Context: an optimization exercise on an open-source flow, tuned for small area and a short achievable clock period. The choices shown serve that exercise and are no tape-out recipe. In this exercise RTL edits were held to simulation tests only and were not proved equivalent to the original. Power and IR drop assume default switching activity.

Setup of cedar:
==> flow/design.v <==
package trace_pkg;
    localparam int TRACE_W   = 102;
    localparam int WDATA_LSB = 0;
    localparam int WADDR_LSB = 32;
    localparam int WENA_BIT  = 37;
    localparam int INST_LSB  = 38;
    localparam int PC_LSB    = 70;
endpackage
import trace_pkg::*;
module trace_fifo
#(
    parameter int WIDTH = TRACE_W,
    parameter int DEPTH = 16
) (
    input  logic              clk,
    input  logic [DEPTH-1:0]  we,
    input  logic [WIDTH-1:0]  wdata,
    input  logic [DEPTH-1:0]  rsel,
    output logic [WIDTH-1:0]  rdata
);
    logic [WIDTH-1:0] mem [DEPTH];
    always_ff @(posedge clk) begin
        for (int i = 0; i < DEPTH; i++) begin
            if (we[i]) begin
                mem[i] <= wdata;
            end
        end
    end
    always_comb begin
        rdata = '0;
        for (int i = 0; i < DEPTH; i++) begin
            rdata = rdata | (mem[i] & {WIDTH{rsel[i]}});
        end
    end
endmodule
import trace_pkg::*;
module cpu_trace_buffer
#(
    parameter int DEPTH       = 16,
    parameter int MAX_RECORDS = 560
) (
    input  logic        clk,
    input  logic        rst,
    input  logic        trace_en,
    input  logic [31:0] pc,
    input  logic [31:0] inst,
    input  logic        rf_wena,
    input  logic [4:0]  rf_waddr,
    input  logic [31:0] rf_wdata,
    output logic        out_valid,
    input  logic        out_ready,
    output logic [31:0] out_data,
    output logic        out_last,
    output logic        full,
    output logic        empty,
    output logic        overflow,
    output logic [15:0] drop_count,
    output logic [31:0] rec_count,
    output logic        done
);
    localparam int RW = 10;              
    logic               w0, w1, w2, nw3;
    logic               nvalid, iempty, nfull, ndone;
    logic               empty_n;     
    logic [DEPTH-1:0]   wsel;        
    logic [DEPTH-1:0]   rsel;        
    logic [DEPTH-1:0]   we;
    logic [RW-1:0]      rec;
    logic [TRACE_W-1:0] entry_in;
    logic [TRACE_W-1:0] head;
    logic [TRACE_W-1:0] ent;         
    logic               adv, pop, push, drop, accept;
    logic               occ_is_1, occ_is_15;
    assign entry_in = {pc, inst, rf_wena, rf_waddr, rf_wdata};
    assign occ_is_1  = |(wsel & {rsel[DEPTH-2:0], rsel[DEPTH-1]});
    assign occ_is_15 = |(rsel & {wsel[DEPTH-2:0], wsel[DEPTH-1]});
    assign adv    = nvalid || (!nw3 && out_ready);
    assign pop    = !iempty && adv;
    assign accept = trace_en && ndone;
    assign push   = accept && (nfull || pop);
    assign drop   = accept && !nfull && !pop;
    assign we = (wsel & {DEPTH{nfull}}) | (wsel & {DEPTH{!nw3}} & {DEPTH{out_ready}});
    trace_fifo #(
        .WIDTH (TRACE_W),
        .DEPTH (DEPTH)
    ) u_fifo (
        .clk     (clk),
        .we      (we),
        .wdata   (entry_in),
        .rsel    (rsel),
        .rdata   (head)
    );
    always_ff @(posedge clk or posedge rst) begin
        if (rst) begin
            wsel   <= DEPTH'(1);
            rsel   <= DEPTH'(1);
            full   <= 1'b0;
            nfull  <= 1'b1;
            iempty  <= 1'b1;
            empty_n <= 1'b0;
        end else begin
            if (push) wsel <= {wsel[DEPTH-2:0], wsel[DEPTH-1]};
            if (pop)  rsel <= {rsel[DEPTH-2:0], rsel[DEPTH-1]};
            if (push && !pop) begin
                iempty  <= 1'b0;
                empty_n <= 1'b1;
                full   <= occ_is_15;
                nfull  <= !occ_is_15;
            end else if (pop && !push) begin
                full   <= 1'b0;
                nfull  <= 1'b1;
                iempty  <= occ_is_1;
                empty_n <= !occ_is_1;
            end
        end
    end
    always_ff @(posedge clk or posedge rst) begin
        if (rst) begin
            rec        <= '0;
            done       <= 1'b0;
            ndone      <= 1'b1;
            overflow   <= 1'b0;
            drop_count <= '0;
        end else begin
            if (push) begin
                rec   <= rec + 1'b1;
                done  <= (rec == RW'(MAX_RECORDS - 1));
                ndone <= (rec != RW'(MAX_RECORDS - 1));
            end
            if (drop) begin
                overflow <= 1'b1;
                if (drop_count != 16'hFFFF) begin
                    drop_count <= drop_count + 16'd1;
                end
            end
        end
    end
    assign rec_count = 32'(rec);
    assign empty     = !empty_n;
    always_ff @(posedge clk or posedge rst) begin
        if (rst) begin
            out_valid <= 1'b0;
            nvalid    <= 1'b1;
            out_last  <= 1'b0;
            w0    <= 1'b0;
            w1    <= 1'b0;
            w2    <= 1'b0;
            nw3   <= 1'b1;
        end else begin
            if (adv) begin
                out_valid <= !iempty;
                nvalid    <= iempty;
                out_last  <= 1'b0;
                w0    <= !iempty;
                nw3   <= 1'b1;
            end else if (out_ready) begin
                out_last <= w2;
                w0    <= 1'b0;
                w1    <= w0;
                w2    <= w1;
                nw3   <= !w2;
            end
        end
    end
    always_ff @(posedge clk) begin
        if (adv) begin
            ent <= head;
        end
    end
    logic s_head, s_pc, s_inst, s_rf, s_wdata;
    assign s_head  = adv;
    assign s_pc    = w0 && !out_ready;
    assign s_inst  = out_ready ? w0 : w1;
    assign s_rf    = out_ready ? w1 : w2;
    assign s_wdata = out_ready ? w2 : !nw3;
    always_ff @(posedge clk) begin
        out_data <= ({32{s_head}}  & head[PC_LSB +: 32])
                  | ({32{s_pc}}    & ent[PC_LSB +: 32])
                  | ({32{s_inst}}  & ent[INST_LSB +: 32])
                  | ({32{s_rf}}    & {ent[WENA_BIT], 26'b0, ent[WADDR_LSB +: 5]})
                  | ({32{s_wdata}} & ent[WDATA_LSB +: 32]);
    end
endmodule
Settings: LEC_CHECK=0, CAP_MARGIN=20, CORE_MARGIN=2, CORE_UTILIZATION=45, CTS_CLUSTER_DIAMETER=80, CTS_CLUSTER_SIZE=30, PLACE_DENSITY=0.6, SETUP_SLACK_MARGIN=3.0, SLEW_MARGIN=20; clock period 5.5 ns.
standard.sh (not shown) runs the stock make flow with config.mk's settings and CLKGATE_MAP_FILE= SYNTH_SCRIPT=/design/flow/synth_recipe.tcl, a recipe that flattens the netlist after the stock synthesis.
==> flow/flow/run.sh <==
#!/bin/bash
# Own layout flow: the standard flow (standard.sh, unchanged synthesis),
# with the port buffers made as buf_2 cells instead of the default delay
# buffer. The full make output goes to make.log in this folder; ORFS keeps
# each step's own log under orfs/logs/.
set -euo pipefail
export BUFFER_PORTS_ARGS="-buffer_cell sky130_fd_sc_hd__buf_2"
bash standard.sh finish > make.log 2>&1
Relative to cedar, the following input files were edited for maple:
--- a/flow/design.v
+++ b/flow/design.v
@@ -15,7 +15,8 @@
     input  logic              clk,
     input  logic [DEPTH-1:0]  we,
     input  logic [WIDTH-1:0]  wdata,
-    input  logic [DEPTH-1:0]  rsel,
+    input  logic [DEPTH-1:0]  rsel_lo,
+    input  logic [DEPTH-1:0]  rsel_hi,
     output logic [WIDTH-1:0]  rdata
 );
     logic [WIDTH-1:0] mem [DEPTH];
@@ -26,10 +27,13 @@
             end
         end
     end
+    localparam int LO_W = WIDTH / 2;
     always_comb begin
         rdata = '0;
         for (int i = 0; i < DEPTH; i++) begin
-            rdata = rdata | (mem[i] & {WIDTH{rsel[i]}});
+            rdata[LO_W-1:0]     = rdata[LO_W-1:0] | (mem[i][LO_W-1:0] & {LO_W{rsel_lo[i]}});
+            rdata[WIDTH-1:LO_W] = rdata[WIDTH-1:LO_W] |
+                                  (mem[i][WIDTH-1:LO_W] & {(WIDTH-LO_W){rsel_hi[i]}});
         end
     end
 endmodule
@@ -60,26 +64,27 @@
 );
     localparam int RW = 10;              
     logic               w0, w1, w2, nw3;
-    logic               nvalid, iempty, nfull, ndone;
-    logic               empty_n;     
+    logic               nvalid, nempty, nfull, ndone;
     logic [DEPTH-1:0]   wsel;        
     logic [DEPTH-1:0]   rsel;        
+    logic [DEPTH-1:0]   rsel2;       
     logic [DEPTH-1:0]   we;
+    logic [4:0]         occ;         
     logic [RW-1:0]      rec;
     logic [TRACE_W-1:0] entry_in;
     logic [TRACE_W-1:0] head;
     logic [TRACE_W-1:0] ent;         
     logic               adv, pop, push, drop, accept;
-    logic               occ_is_1, occ_is_15;
+    logic [4:0]         occ_inc, occ_dec;
     assign entry_in = {pc, inst, rf_wena, rf_waddr, rf_wdata};
-    assign occ_is_1  = |(wsel & {rsel[DEPTH-2:0], rsel[DEPTH-1]});
-    assign occ_is_15 = |(rsel & {wsel[DEPTH-2:0], wsel[DEPTH-1]});
+    assign occ_inc  = occ + 5'd1;
+    assign occ_dec  = occ - 5'd1;
     assign adv    = nvalid || (!nw3 && out_ready);
-    assign pop    = !iempty && adv;
+    assign pop    = nempty && adv;
     assign accept = trace_en && ndone;
     assign push   = accept && (nfull || pop);
     assign drop   = accept && !nfull && !pop;
-    assign we = (wsel & {DEPTH{nfull}}) | (wsel & {DEPTH{!nw3}} & {DEPTH{out_ready}});
+    assign we = wsel & {DEPTH{nfull || (!nw3 && out_ready)}};
     trace_fifo #(
         .WIDTH (TRACE_W),
         .DEPTH (DEPTH)
@@ -87,30 +92,38 @@
         .clk     (clk),
         .we      (we),
         .wdata   (entry_in),
-        .rsel    (rsel),
+        .rsel_lo (rsel),
+        .rsel_hi (rsel2),
         .rdata   (head)
     );
     always_ff @(posedge clk or posedge rst) begin
         if (rst) begin
             wsel   <= DEPTH'(1);
             rsel   <= DEPTH'(1);
+            rsel2  <= DEPTH'(1);
+            occ    <= '0;
             full   <= 1'b0;
             nfull  <= 1'b1;
-            iempty  <= 1'b1;
-            empty_n <= 1'b0;
+            empty  <= 1'b1;
+            nempty <= 1'b0;
         end else begin
             if (push) wsel <= {wsel[DEPTH-2:0], wsel[DEPTH-1]};
-            if (pop)  rsel <= {rsel[DEPTH-2:0], rsel[DEPTH-1]};
+            if (pop) begin
+                rsel  <= {rsel[DEPTH-2:0], rsel[DEPTH-1]};
+                rsel2 <= {rsel2[DEPTH-2:0], rsel2[DEPTH-1]};
+            end
             if (push && !pop) begin
-                iempty  <= 1'b0;
-                empty_n <= 1'b1;
-                full   <= occ_is_15;
-                nfull  <= !occ_is_15;
+                occ    <= occ_inc;
+                empty  <= 1'b0;
+                nempty <= 1'b1;
+                full   <= (occ == 5'(DEPTH - 1));
+                nfull  <= (occ != 5'(DEPTH - 1));
             end else if (pop && !push) begin
+                occ    <= occ_dec;
                 full   <= 1'b0;
                 nfull  <= 1'b1;
-                iempty  <= occ_is_1;
-                empty_n <= !occ_is_1;
+                empty  <= (occ == 5'd1);
+                nempty <= (occ != 5'd1);
             end
         end
     end
@@ -136,7 +149,6 @@
         end
     end
     assign rec_count = 32'(rec);
-    assign empty     = !empty_n;
     always_ff @(posedge clk or posedge rst) begin
         if (rst) begin
             out_valid <= 1'b0;
@@ -148,10 +160,10 @@
             nw3   <= 1'b1;
         end else begin
             if (adv) begin
-                out_valid <= !iempty;
-                nvalid    <= iempty;
+                out_valid <= nempty;
+                nvalid    <= !nempty;
                 out_last  <= 1'b0;
-                w0    <= !iempty;
+                w0    <= nempty;
                 nw3   <= 1'b1;
             end else if (out_ready) begin
                 out_last <= w2;
[summary]
The post-route worst hold slack of cedar and that of maple are within noise of each other. Shortest period the worst path allows on maple is ahead of cedar. Status: synthesized cell count parity (maple, cedar). Sort cedar and maple by total number of cells along the worst setup path desc -> top: cedar. maple vs cedar: detailed route wirelength on metal2 down in maple. Against cedar as the reference, maple delivers a lower global-route wire length before repair. Type of the worst setup path = flop to primary output: maple; type of the worst setup path = flop to flop: cedar. cedar and maple ended up with nearly the same fraction of power spent switching nets.

==> static timing again, ports no longer ideal <==
The flow's constraints put no driver on any port. The routed layouts listed below were extracted and timed again, unchanged, in two steps.
Step 1 sets driving cells, clkbuf_16 on the clock port and buf_2 on the other inputs (assumed; they add their load-dependent delay and slew).
Step 2 also shifts input and output timing later by t, the mid clock arrival at the registers, as if the neighbouring blocks saw the same clock.
Slacks: ideal ports / drivers / drivers and shift; pairs: ideal ports / drivers.
run | t, ns | setup slack, ns | worst setup path after step 2 | pins driven straight from the clock port
cedar | 0.811 | 2.932 / 2.923 / 2.148 | input to register | 1
maple | 0.803 | 2.986 / 2.902 / 2.271 | input to register | 1
After both steps every run listed still meets setup and hold. For cedar, which loses most, drivers alone change the setup slack by -0.009 ns; drivers and shift together by -0.784 ns.
